Context: an optimization exercise on an open-source flow, tuned for small area and a short achievable clock period. The choices shown serve that exercise and are no tape-out recipe. In this exercise RTL edits were held to simulation tests only and were not proved equivalent to the original. Power and IR drop assume default switching activity.

**flow/flow/run.sh**
```bash
#!/bin/bash
set -euo pipefail
bash standard.sh "BUFFER_PORTS_ARGS=-buffer_cell sky130_fd_sc_hd__buf_2" finish > standard_flow.log 2>&1
```
**flow/standard.sh**
```bash
#!/bin/bash
# synth_recipe.tcl (not shown) runs the flow's synth.tcl, then flattens the netlist and writes it again
# the make line also repeats each setting of config.mk as NAME=value (left out here)
make -C /OpenROAD-flow-scripts/flow DESIGN_CONFIG=/design/flow/config.mk WORK_HOME=/design/flow/orfs CLKGATE_MAP_FILE= SYNTH_SCRIPT=/design/flow/synth_recipe.tcl "${@:-finish}"
```
**flow/config.mk**
```make
export PLATFORM = sky130hd
export DESIGN_NAME = gpt_timer
export DESIGN_NICKNAME = gpt_timer
export VERILOG_FILES = /design/flow/design.v
export SDC_FILE = /design/flow/constraint.sdc
export NUM_CORES = 4
export LEC_CHECK = 0
export CAP_MARGIN = 20
export CORE_MARGIN = 2
export CORE_UTILIZATION = 40
export SETUP_SLACK_MARGIN = 4.1
export SLEW_MARGIN = 20
```
**flow/constraint.sdc**
```tcl
create_clock -name core_clock -period 7.0 [get_ports {aclk_i}]
set_input_delay 1.4000 -clock core_clock [delete_from_list [all_inputs] [get_ports {aclk_i}]]
set_output_delay 1.4000 -clock core_clock [all_outputs]
set_load 0.01 [all_outputs]
```
**flow/design.v**
```verilog
`timescale 1ns/1ps
module gpt_time_base (
  input  logic        aclk_i,
  input  logic        reset_i,
  input  logic        cen_i,
  input  logic        dir_i,
  input  logic        ug_i,
  input  logic [15:0] psc_i,
  input  logic [31:0] arr_i,
  input  logic [31:0] arr_d_i,
  input  logic        eff_load_i,
  output logic [31:0] cnt_o,
  output logic        uev_o
);
  logic [15:0] psc_cnt;
  logic [15:0] psc_sh;
  logic [31:0] eff_q;
  logic [31:0] cnt_q;
  logic [15:0] psc_sh_d;
  logic [15:0] psc_cnt_d;
  logic [31:0] cnt_d;
  logic [31:0] eff_d;
  logic        tick;
  logic        wrap;
  logic        wrap_up;
  logic [31:0] e0, l0;
  logic [15:0] e1, l1;
  logic [7:0]  e2, l2;
  logic [3:0]  e3, l3;
  logic [1:0]  e4, l4;
  assign e0 = ~(cnt_q ^ eff_q);
  assign l0 = ~cnt_q & eff_q;
  for (genvar i = 0; i < 16; i++) begin : g_l1
    assign e1[i] = e0[2*i+1] & e0[2*i];
    assign l1[i] = l0[2*i+1] | (e0[2*i+1] & l0[2*i]);
  end
  for (genvar i = 0; i < 8; i++) begin : g_l2
    assign e2[i] = e1[2*i+1] & e1[2*i];
    assign l2[i] = l1[2*i+1] | (e1[2*i+1] & l1[2*i]);
  end
  for (genvar i = 0; i < 4; i++) begin : g_l3
    assign e3[i] = e2[2*i+1] & e2[2*i];
    assign l3[i] = l2[2*i+1] | (e2[2*i+1] & l2[2*i]);
  end
  for (genvar i = 0; i < 2; i++) begin : g_l4
    assign e4[i] = e3[2*i+1] & e3[2*i];
    assign l4[i] = l3[2*i+1] | (e3[2*i+1] & l3[2*i]);
  end
  assign wrap_up = !(l4[1] | (e4[1] & l4[0]));
  logic [31:0] pf [0:5];
  logic [31:0] tgl;
  assign pf[0] = cnt_q ^ {32{dir_i}};
  for (genvar k = 0; k < 5; k++) begin : g_pf
    for (genvar i = 0; i < 32; i++) begin : g_bit
      if (((i >> k) & 1) == 1) begin : g_and
        assign pf[k+1][i] = pf[k][i] & pf[k][((i >> k) << k) - 1];
      end else begin : g_pass
        assign pf[k+1][i] = pf[k][i];
      end
    end
  end
  assign tgl = {pf[5][30:0], 1'b1};
  assign tick  = cen_i && (psc_cnt == psc_sh);
  assign wrap  = dir_i ? (cnt_q == 32'd0) : wrap_up;
  assign uev_o = ug_i || (tick && wrap);
  assign psc_sh_d  = reset_i ? 16'd0 : (uev_o ? psc_i : psc_sh);
  assign psc_cnt_d = (reset_i || ug_i || tick) ? 16'd0 :
                     cen_i ? psc_cnt + 16'd1 : psc_cnt;
  assign cnt_d = reset_i ? 32'd0 :
                 uev_o ? (arr_i & {32{dir_i}}) :
                 tick ? (cnt_q ^ tgl) : cnt_q;
  assign eff_d = eff_load_i ? arr_d_i : (uev_o ? arr_i : eff_q);
  always_ff @(posedge aclk_i) begin
    psc_sh  <= psc_sh_d;
    psc_cnt <= psc_cnt_d;
    cnt_q   <= cnt_d;
    eff_q   <= eff_d;
  end
  assign cnt_o = cnt_q;
endmodule
`timescale 1ns/1ps
module gpt_oc_channel (
  input  logic [2:0]  mode_i,
  input  logic [31:0] ccr_i,
  input  logic [31:0] cnt_i,
  input  logic        dir_i,
  input  logic        eq_q_i,
  input  logic        oc_ref_i,
  output logic        eq_o,
  output logic        match_o,
  output logic        oc_ref_d_o
);
  logic [31:0] e0, l0;
  logic [15:0] e1, l1;
  logic [7:0]  e2, l2;
  logic [3:0]  e3, l3;
  logic [1:0]  e4, l4;
  logic        lt;
  logic        pwm_on;
  assign e0 = ~(cnt_i ^ ccr_i);
  assign l0 = ~cnt_i & ccr_i;
  for (genvar i = 0; i < 16; i++) begin : g_l1
    assign e1[i] = e0[2*i+1] & e0[2*i];
    assign l1[i] = l0[2*i+1] | (e0[2*i+1] & l0[2*i]);
  end
  for (genvar i = 0; i < 8; i++) begin : g_l2
    assign e2[i] = e1[2*i+1] & e1[2*i];
    assign l2[i] = l1[2*i+1] | (e1[2*i+1] & l1[2*i]);
  end
  for (genvar i = 0; i < 4; i++) begin : g_l3
    assign e3[i] = e2[2*i+1] & e2[2*i];
    assign l3[i] = l2[2*i+1] | (e2[2*i+1] & l2[2*i]);
  end
  for (genvar i = 0; i < 2; i++) begin : g_l4
    assign e4[i] = e3[2*i+1] & e3[2*i];
    assign l4[i] = l3[2*i+1] | (e3[2*i+1] & l3[2*i]);
  end
  assign eq_o = e4[1] & e4[0];
  assign lt   = l4[1] | (e4[1] & l4[0]);
  assign match_o = eq_o & !eq_q_i;
  assign pwm_on  = lt | (dir_i & eq_o);
  always_comb begin
    case (mode_i)
      3'd1:    oc_ref_d_o = oc_ref_i | eq_o;
      3'd2:    oc_ref_d_o = oc_ref_i & !eq_o;
      3'd3:    oc_ref_d_o = oc_ref_i ^ match_o;
      3'd4:    oc_ref_d_o = 1'b0;
      3'd5:    oc_ref_d_o = 1'b1;
      3'd6:    oc_ref_d_o = pwm_on;
      3'd7:    oc_ref_d_o = !pwm_on;
      default: oc_ref_d_o = oc_ref_i;
    endcase
  end
endmodule
`timescale 1ns/1ps
module gpt_timer #(
  parameter int CH_NUM = 4
) (
  input  logic              aclk_i,
  input  logic              reset_i,
  input  logic              psel_i,
  input  logic              penable_i,
  input  logic              pwrite_i,
  input  logic [7:0]        paddr_i,
  input  logic [31:0]       pwdata_i,
  output logic [31:0]       prdata_o,
  output logic              pready_o,
  output logic              pslverr_o,
  output logic [CH_NUM-1:0] ch_o,
  output logic              irq_o,
  output logic              trg_o
);
  logic        cen_q, opm_q, dir_q, apre_q;
  logic [1:0]  mms_q;
  logic [4:0]  dier_q;
  logic [4:0]  sr_q;
  logic [15:0] psc_q;
  logic [31:0] arr_q;
  logic [2:0]  mode_q [0:3];
  logic [3:0]  cc_en_q, cc_pol_q;
  logic [31:0] ccr_q [0:3];
  logic        ug_q, irq_q, trg_q;
  logic [3:0]  eq_q, oc_ref_q, ch_q;
  logic [31:0] prdata_q;
  logic        pslverr_q;
  logic        cen_d, opm_d, dir_d, apre_d;
  logic [1:0]  mms_d;
  logic [4:0]  dier_d;
  logic [4:0]  sr_d;
  logic [15:0] psc_d;
  logic [31:0] arr_d;
  logic [2:0]  mode_d [0:3];
  logic [3:0]  cc_en_d, cc_pol_d;
  logic [31:0] ccr_d [0:3];
  logic [3:0]  eq_d, oc_ref_d;
  logic [31:0] cnt;
  logic        rdcnt_q;
  logic        uev;
  logic [3:0]  eq, match;
  logic a_cr1, a_cr2, a_dier, a_sr, a_egr, a_ccmr1, a_ccmr2, a_ccer;
  logic a_cnt, a_psc, a_arr;
  logic [3:0] a_ccr;
  logic hit;
  logic wr;
  assign a_cr1   = paddr_i == 8'h00;
  assign a_cr2   = paddr_i == 8'h04;
  assign a_dier  = paddr_i == 8'h0C;
  assign a_sr    = paddr_i == 8'h10;
  assign a_egr   = paddr_i == 8'h14;
  assign a_ccmr1 = paddr_i == 8'h18;
  assign a_ccmr2 = paddr_i == 8'h1C;
  assign a_ccer  = paddr_i == 8'h20;
  assign a_cnt   = paddr_i == 8'h24;
  assign a_psc   = paddr_i == 8'h28;
  assign a_arr   = paddr_i == 8'h2C;
  assign a_ccr[0] = paddr_i == 8'h34;
  assign a_ccr[1] = paddr_i == 8'h38;
  assign a_ccr[2] = paddr_i == 8'h3C;
  assign a_ccr[3] = paddr_i == 8'h40;
  assign hit = a_cr1 | a_cr2 | a_dier | a_sr | a_egr | a_ccmr1 | a_ccmr2 |
               a_ccer | a_cnt | a_psc | a_arr | (|a_ccr);
  logic w_cr1, w_cr2, w_dier, w_sr, w_egr, w_ccmr1, w_ccmr2, w_ccer;
  logic w_psc, w_arr;
  logic [3:0] w_ccr;
  logic [13:0] wsel_q, wsel_d;
  logic setup_wr;
  assign setup_wr = psel_i & !penable_i & pwrite_i;
  assign wsel_d = {14{setup_wr}} & {a_ccr, a_arr, a_psc, a_ccer, a_ccmr2,
                                    a_ccmr1, a_egr, a_sr, a_dier, a_cr2, a_cr1};
  assign wr = psel_i & penable_i;
  assign {w_ccr, w_arr, w_psc, w_ccer, w_ccmr2, w_ccmr1, w_egr, w_sr, w_dier,
          w_cr2, w_cr1} = wsel_q & {14{wr}};
  logic [4:0] sr_keep;
  logic [4:0] sr_set;
  assign sr_keep = w_sr ? pwdata_i[4:0] : 5'h1F;
  assign sr_set  = {match, uev};
  logic [31:0] wd0, wd1;
  logic e_cr1, e_cr2, e_dier, e_ccmr1, e_ccmr2, e_ccer, e_psc, e_arr;
  logic [3:0] e_ccr;
  assign wd0 = pwdata_i & {32{!reset_i}};
  assign wd1 = pwdata_i | {32{reset_i}};
  assign e_cr1   = w_cr1   | reset_i;
  assign e_cr2   = w_cr2   | reset_i;
  assign e_dier  = w_dier  | reset_i;
  assign e_ccmr1 = w_ccmr1 | reset_i;
  assign e_ccmr2 = w_ccmr2 | reset_i;
  assign e_ccer  = w_ccer  | reset_i;
  assign e_psc   = w_psc   | reset_i;
  assign e_arr   = w_arr   | reset_i;
  assign e_ccr   = w_ccr   | {4{reset_i}};
  always_comb begin
    cen_d  = reset_i ? 1'b0 : w_cr1 ? pwdata_i[0] : (cen_q & !(uev & opm_q));
    opm_d  = e_cr1 ? wd0[3] : opm_q;
    dir_d  = e_cr1 ? wd0[4] : dir_q;
    apre_d = e_cr1 ? wd0[7] : apre_q;
    mms_d  = e_cr2  ? wd0[5:4]  : mms_q;
    dier_d = e_dier ? wd0[4:0]  : dier_q;
    sr_d   = reset_i ? 5'd0 : (sr_q & sr_keep) | sr_set;
    psc_d  = e_psc  ? wd0[15:0] : psc_q;
    arr_d  = e_arr  ? wd1       : arr_q;
    mode_d[0] = e_ccmr1 ? wd0[6:4]   : mode_q[0];
    mode_d[1] = e_ccmr1 ? wd0[14:12] : mode_q[1];
    mode_d[2] = e_ccmr2 ? wd0[6:4]   : mode_q[2];
    mode_d[3] = e_ccmr2 ? wd0[14:12] : mode_q[3];
    for (int i = 0; i < 4; i++) begin
      cc_en_d[i]  = e_ccer ? wd0[4*i]     : cc_en_q[i];
      cc_pol_d[i] = e_ccer ? wd0[4*i + 1] : cc_pol_q[i];
      ccr_d[i]    = e_ccr[i] ? wd0 : ccr_q[i];
    end
  end
  gpt_time_base time_base_i (
    .aclk_i   (aclk_i),
    .reset_i  (reset_i),
    .cen_i    (cen_q),
    .dir_i    (dir_q),
    .ug_i     (ug_q),
    .psc_i    (psc_q),
    .arr_i    (arr_q),
    .arr_d_i  (arr_d),
    .eff_load_i (reset_i | !apre_q | (w_cr1 & !pwdata_i[7])),
    .cnt_o    (cnt),
    .uev_o    (uev)
  );
  for (genvar i = 0; i < 4; i++) begin : g_ch
    logic oc_next;
    gpt_oc_channel channel_i (
      .mode_i     (mode_q[i]),
      .ccr_i      (ccr_q[i]),
      .cnt_i      (cnt),
      .dir_i      (dir_q),
      .eq_q_i     (eq_q[i]),
      .oc_ref_i   (oc_ref_q[i]),
      .eq_o       (eq[i]),
      .match_o    (match[i]),
      .oc_ref_d_o (oc_next)
    );
    assign oc_ref_d[i] = !reset_i & oc_next;
    assign eq_d[i]     = reset_i | eq[i];
  end
  logic [31:0] rd_d;
  always_comb begin
    rd_d = 32'd0;
    if (a_cr1) begin
      rd_d[0] = cen_q & !(uev & opm_q);
      rd_d[3] = opm_q;
      rd_d[4] = dir_q;
      rd_d[7] = apre_q;
    end
    if (a_cr2)   rd_d[5:4] = rd_d[5:4] | mms_q;
    if (a_dier)  rd_d[4:0] = rd_d[4:0] | dier_q;
    if (a_sr)    rd_d[4:0] = rd_d[4:0] | sr_q | sr_set;
    if (a_ccmr1) begin
      rd_d[6:4]   = rd_d[6:4]   | mode_q[0];
      rd_d[14:12] = rd_d[14:12] | mode_q[1];
    end
    if (a_ccmr2) begin
      rd_d[6:4]   = rd_d[6:4]   | mode_q[2];
      rd_d[14:12] = rd_d[14:12] | mode_q[3];
    end
    if (a_ccer) begin
      for (int i = 0; i < 4; i++) begin
        rd_d[4*i]     = rd_d[4*i]     | cc_en_q[i];
        rd_d[4*i + 1] = rd_d[4*i + 1] | cc_pol_q[i];
      end
    end
    if (a_psc)   rd_d[15:0] = rd_d[15:0] | psc_q;
    if (a_arr)   rd_d       = rd_d | arr_q;
    for (int i = 0; i < 4; i++) begin
      if (a_ccr[i]) rd_d = rd_d | ccr_q[i];
    end
  end
  always_ff @(posedge aclk_i) begin
    cen_q    <= cen_d;
    opm_q    <= opm_d;
    dir_q    <= dir_d;
    apre_q   <= apre_d;
    mms_q    <= mms_d;
    dier_q   <= dier_d;
    sr_q     <= sr_d;
    psc_q    <= psc_d;
    arr_q    <= arr_d;
    cc_en_q  <= cc_en_d;
    cc_pol_q <= cc_pol_d;
    for (int i = 0; i < 4; i++) begin
      mode_q[i] <= mode_d[i];
      ccr_q[i]  <= ccr_d[i];
    end
    eq_q     <= eq_d;
    oc_ref_q <= oc_ref_d;
    ch_q     <= cc_en_d & (oc_ref_d ^ cc_pol_d);
    prdata_q  <= rd_d;
    wsel_q    <= wsel_d;
    pslverr_q <= !hit;
    rdcnt_q   <= a_cnt;
    if (reset_i) begin
      ug_q  <= 1'b0;
      irq_q <= 1'b0;
      trg_q <= 1'b0;
    end else begin
      ug_q  <= w_egr & pwdata_i[0];
      irq_q <= |(sr_q & dier_q);
      case (mms_q)
        2'd0:    trg_q <= uev;
        2'd1:    trg_q <= cen_q;
        2'd2:    trg_q <= oc_ref_q[0];
        default: trg_q <= 1'b0;
      endcase
    end
  end
  assign prdata_o  = prdata_q | (cnt & {32{rdcnt_q}});
  assign pready_o  = 1'b1;
  assign pslverr_o = pslverr_q;
  assign ch_o      = ch_q;
  assign irq_o     = irq_q;
  assign trg_o     = trg_q;
endmodule
```
==> run notes <==
-- flip-flops by register name (all words and copies together) (netlist names), 5 cells and up --
register	cells
sr_q	5
arr_q	32
ccr_q	128
time_base_i.eff_q	32
time_base_i.cnt_q	32
time_base_i.psc_cnt	16
psc_q	16
dier_q	5
mode_q	12
time_base_i.psc_sh	16
prdata_q	32
wsel_q	14
-- metal layers --
| metal | GRT usage [%] | share of wire (%) | up-vias |
|---|---|---|---|
| met4 | 9.39 | 3.4 | 2 |
| met5 | 0 | 0.011 | - |
| met2 | 40.5 | 45 | 752 |
| li1 | - | - | 7014 |
| met3 | 4.00 | 8.1 | 125 |
| met1 | 35.7 | 43 | 7558 |
-- kinds of logic after synthesis --
logic type	after synthesis
simple gates	623
compound gates	387
flops	371
fa+ha+maj	160
buf+inv	131
mux	70
xor+xnor	50
other cells	1
-- how the worst max path moves through the flow --
stage                                 endpoint  slack (ns)  depth (start not counted)
2_1_floorplan   time_base_i.eff_q[0]$_DFFE_PP_        3.97                          6
3_3_place_gp   time_base_i.eff_q[18]$_DFFE_PP_        2.73                          5
3_5_place_dp   time_base_i.eff_q[18]$_DFFE_PP_        2.64                          5
4_1_cts                            prdata_o[7]        4.00                          3
5_1_grt                        ch_q[3]$_DFF_P_        3.98                         10
6_report                          prdata_o[14]        4.01                          3
-- cell usage after synthesis (4+ instances only) --
cell	instances	area (sq um)
nand4_1	51	319
nand3_1	84	420
o211ai_1	19	143
ha_1	160	2000
and3_1	28	175
buf_4	5	37.5
a21o_1	51	383
or3_1	8	50.1
and2_1	6	37.5
nor2_1	109	409
xnor2_1	32	280
nor3_1	57	285
a221oi_1	16	140
dfxtp_1	173	3460
a211oi_1	14	105
nor4_1	16	100
nand2_1	191	717
a21oi_1	74	370
a222oi_1	30	300
o21ai_0	71	355
buf_2	10	50.1
xor2_1	17	149
o21a_1	8	60.1
a22o_1	5	43.8
inv_1	47	176
buf_1	7	26.3
o21bai_1	4	30.0
nand4b_1	5	43.8
a31oi_1	8	50.1
a22oi_1	54	405
nand2b_1	6	37.5
mux2_2	35	394
edfxtp_1	198	5950
a221o_1	5	50.1
clkbuf_1	59	221
nor2b_1	34	213
mux2i_1	35	350
-- worst max-delay path: cells and delay by family, from the launching register on --
kind,cells,cell delay (ns)
AOI/OAI and AO/OA,1,0.22
DFF,1,0.42
buffers and inverters,2,0.34
-- through the flow --
step / cells / setup WS (ns) / power (uW) / cell area [sq um]
6_report: 2538 / 4.01 / 5260 / 22300
5_1_grt: 2538 / 3.98 / 5420 / 22300
4_1_cts: 2509 / 4.00 / 5260 / 21900
2_1_floorplan: 1793 / 3.97 / 2780 / 19100
3_5_place_dp: 2419 / 2.64 / 2970 / 20100
3_3_place_gp: 2417 / 2.73 / 2960 / 20000
-- placed cells by master, fill, tap and decap left out, types with 14 or more instances in the layout --
cell type  synthesis  layout
nor3_1            57      53
a21oi_1           74      67
a221oi_1          16      14
dfxtp_2            0      19
nand2_1          191     184
a222oi_1          30      30
o211ai_1          19      19
ha_1             160     160
clkbuf_16          0      42
inv_2              1      17
inv_1             47      25
mux2i_1           35      35
xor2_1            17      17
xnor2_1           32      32
buf_2             10      82
nor2_1           109     100
a21o_1            51      51
a22oi_1           54      53
buf_4              5      42
mux2_2            35      31
nand3_1           84      83
edfxtp_1         198     198
o21ai_0           71      67
and3_1            28      28
nor2b_1           34      34
dfxtp_1          173     142
nand4_1           51      51
-- timing repair --
item,in CTS,in global routing
resized for setup,86,48
setup endpoints to repair,342,137
setup buffers,7,29
pin swaps,10,28
gates cloned,7,0
-- power breakdown --
part           leakage [uW]  switching (uW)  internal, uW
logic               0.00488             311           180
clock network      0.000692             926          1360
registers           0.00325            85.5          2390
total               0.00882            1320          3930
-- area by class of cell --
class                   count  area [sq um]
clock inverters            16           226
flip-flops and latches    371          9480
fillers                  4289         24400
clock buffers              60          1180
repair buffers            141          1050
inverters                  48           211
multi-input cells        1295          9400
well taps                 607           759
==> results.tsv <==
metric	value	unit
status	finished clean	
cp-start-kind	flip-flop	
rr_startpoint	time_base_i.cnt_q[6]$_SDFFE_PP0P_	
period_needed	2.99	ns
vias_per_cell	6.09	
clkLatencyLatePin	0.59	ns
yosysSeqAreaShare	49.7	%
dr.pass1.iters	18	
reg2reg_slack	4.08	ns
worstPathCellList	buf_12 -> a21o_1 -> buf_2	
critPathKind	reg2out	
hold_depth	1	
grt_antenna_before_repair	1	
synth_flop_cell	edfxtp_1	
die_w	222	um
grt_max_degree	54	
syn_to_final_growth	17.8	%
hold_class	reg2reg	
overflow	0	
maxCapViolations	0	
finalHoldViolations	0	
cts-root-buf	clkbuf_16	
yosys.area_share.adder	10.6	%
worst_ep_arrival_time	1.59	ns
port_buffers	83	
syn_avg_cell_area	10.6	sq um
slowest_stage	dfxtp_4	
ys_types	78	
synth_top_family_by_area	simple AND/OR/NAND/NOR gates	
hold_end	ug_q$_SDFF_PP0_	
drtAntennaViolNets	0	
hold-worst-slack	0.495	ns
start_util	40.6	%
max-slew-margin-rel	45.1	%
rr_endpoint	time_base_i.cnt_q[30]$_SDFFE_PP0P_	
critPathLaunch	rdcnt_q$_DFF_P_	
slowest_delay	0.42	ns
synth.area.mux_share	3.93	%
avgRoutedWirePerCell	25.6	um
maxSlewViolCount	0	
worstSetupEndpointType	output pin	
wirelength	64900	um
cts.path.max_buffers	3	
p_per_area	236	mW/mm^2
die_y	222	um
drc	0	
yosys.area_share.xor_xnor	2.35	%
synthesis.nets	1998	
drtIter0Drc	1848	
rsz0062_at_grt	true	
ys_ff_latch	371	
cts_buffers	41	
layout-drive-gt1-share	19.1	%
yosysWarnings	12	
synth_compound_area_share	14.3	%
num_vias	15451	
coreArea	0.0467	sq mm
postLayoutCoreUtil	47.8	%
grt_first_pass_wirelength	94700	um
worst-path-max-fanout	16	
peakVddDrop	0.150	mV
fin_skew	0.0208	ns
netlist_area	0.0189	sq mm
diodes	0	
tritoncts	built	
worstHoldStart	wsel_q[4]$_DFF_P_	
synth_edf_count	198	
hpwl	44100	um
finalSetupTns	0	ns
final_nets	2103	
ioPinCount	85	
clock_sinks	371	
max_freq	0.335	GHz
netlist_instances	1793	
gp_congestion	0.923	
p_leak	0.00882	uW
first_global_vias	14645	
fin_crit_sh	42.7	%
grt_usage	25.6	%
worstMarginPinSlew	0.816	ns
r2r_cells	8	
ctsHoldBuffers	0	
die_area	0.0491	sq mm
required	5.60	ns
synth-simple-area-share	16.3	%
clkSlewWorstSetupHoldPaths	0.06	ns
rows	79	
ctsHtreeMaxLevel	2	
setup_viol	0	
async_flop_share	0	%

-- what the ideal ports hide --
No port has a modelled driver above. Below, the same layout with a new extraction and two added sets of constraints.
Step 1 assumes that a clkbuf_16 drives the clock port and a buf_2 every other input.
Step 2 adds t to the input delays and takes it off the output delays; t is the mean of the earliest and latest rising clock arrival at the registers after step 1. Input paths then give back, and output paths get back, about the clock's delay inside the block.
a / b / c = ideal / step 1 / step 2; a / b = the first two.
t, ns: 0.633
slack for setup (ns): 4.013 / 3.957 / 3.514
clock arrival spread, ns: 0.021 / 0.021
slew at the worst register clock pin (ns): 0.06 / 0.06
After both steps this run still meets setup and hold. The setup slack of this run moves by -0.056 ns with the drivers and by -0.499 ns with both steps.
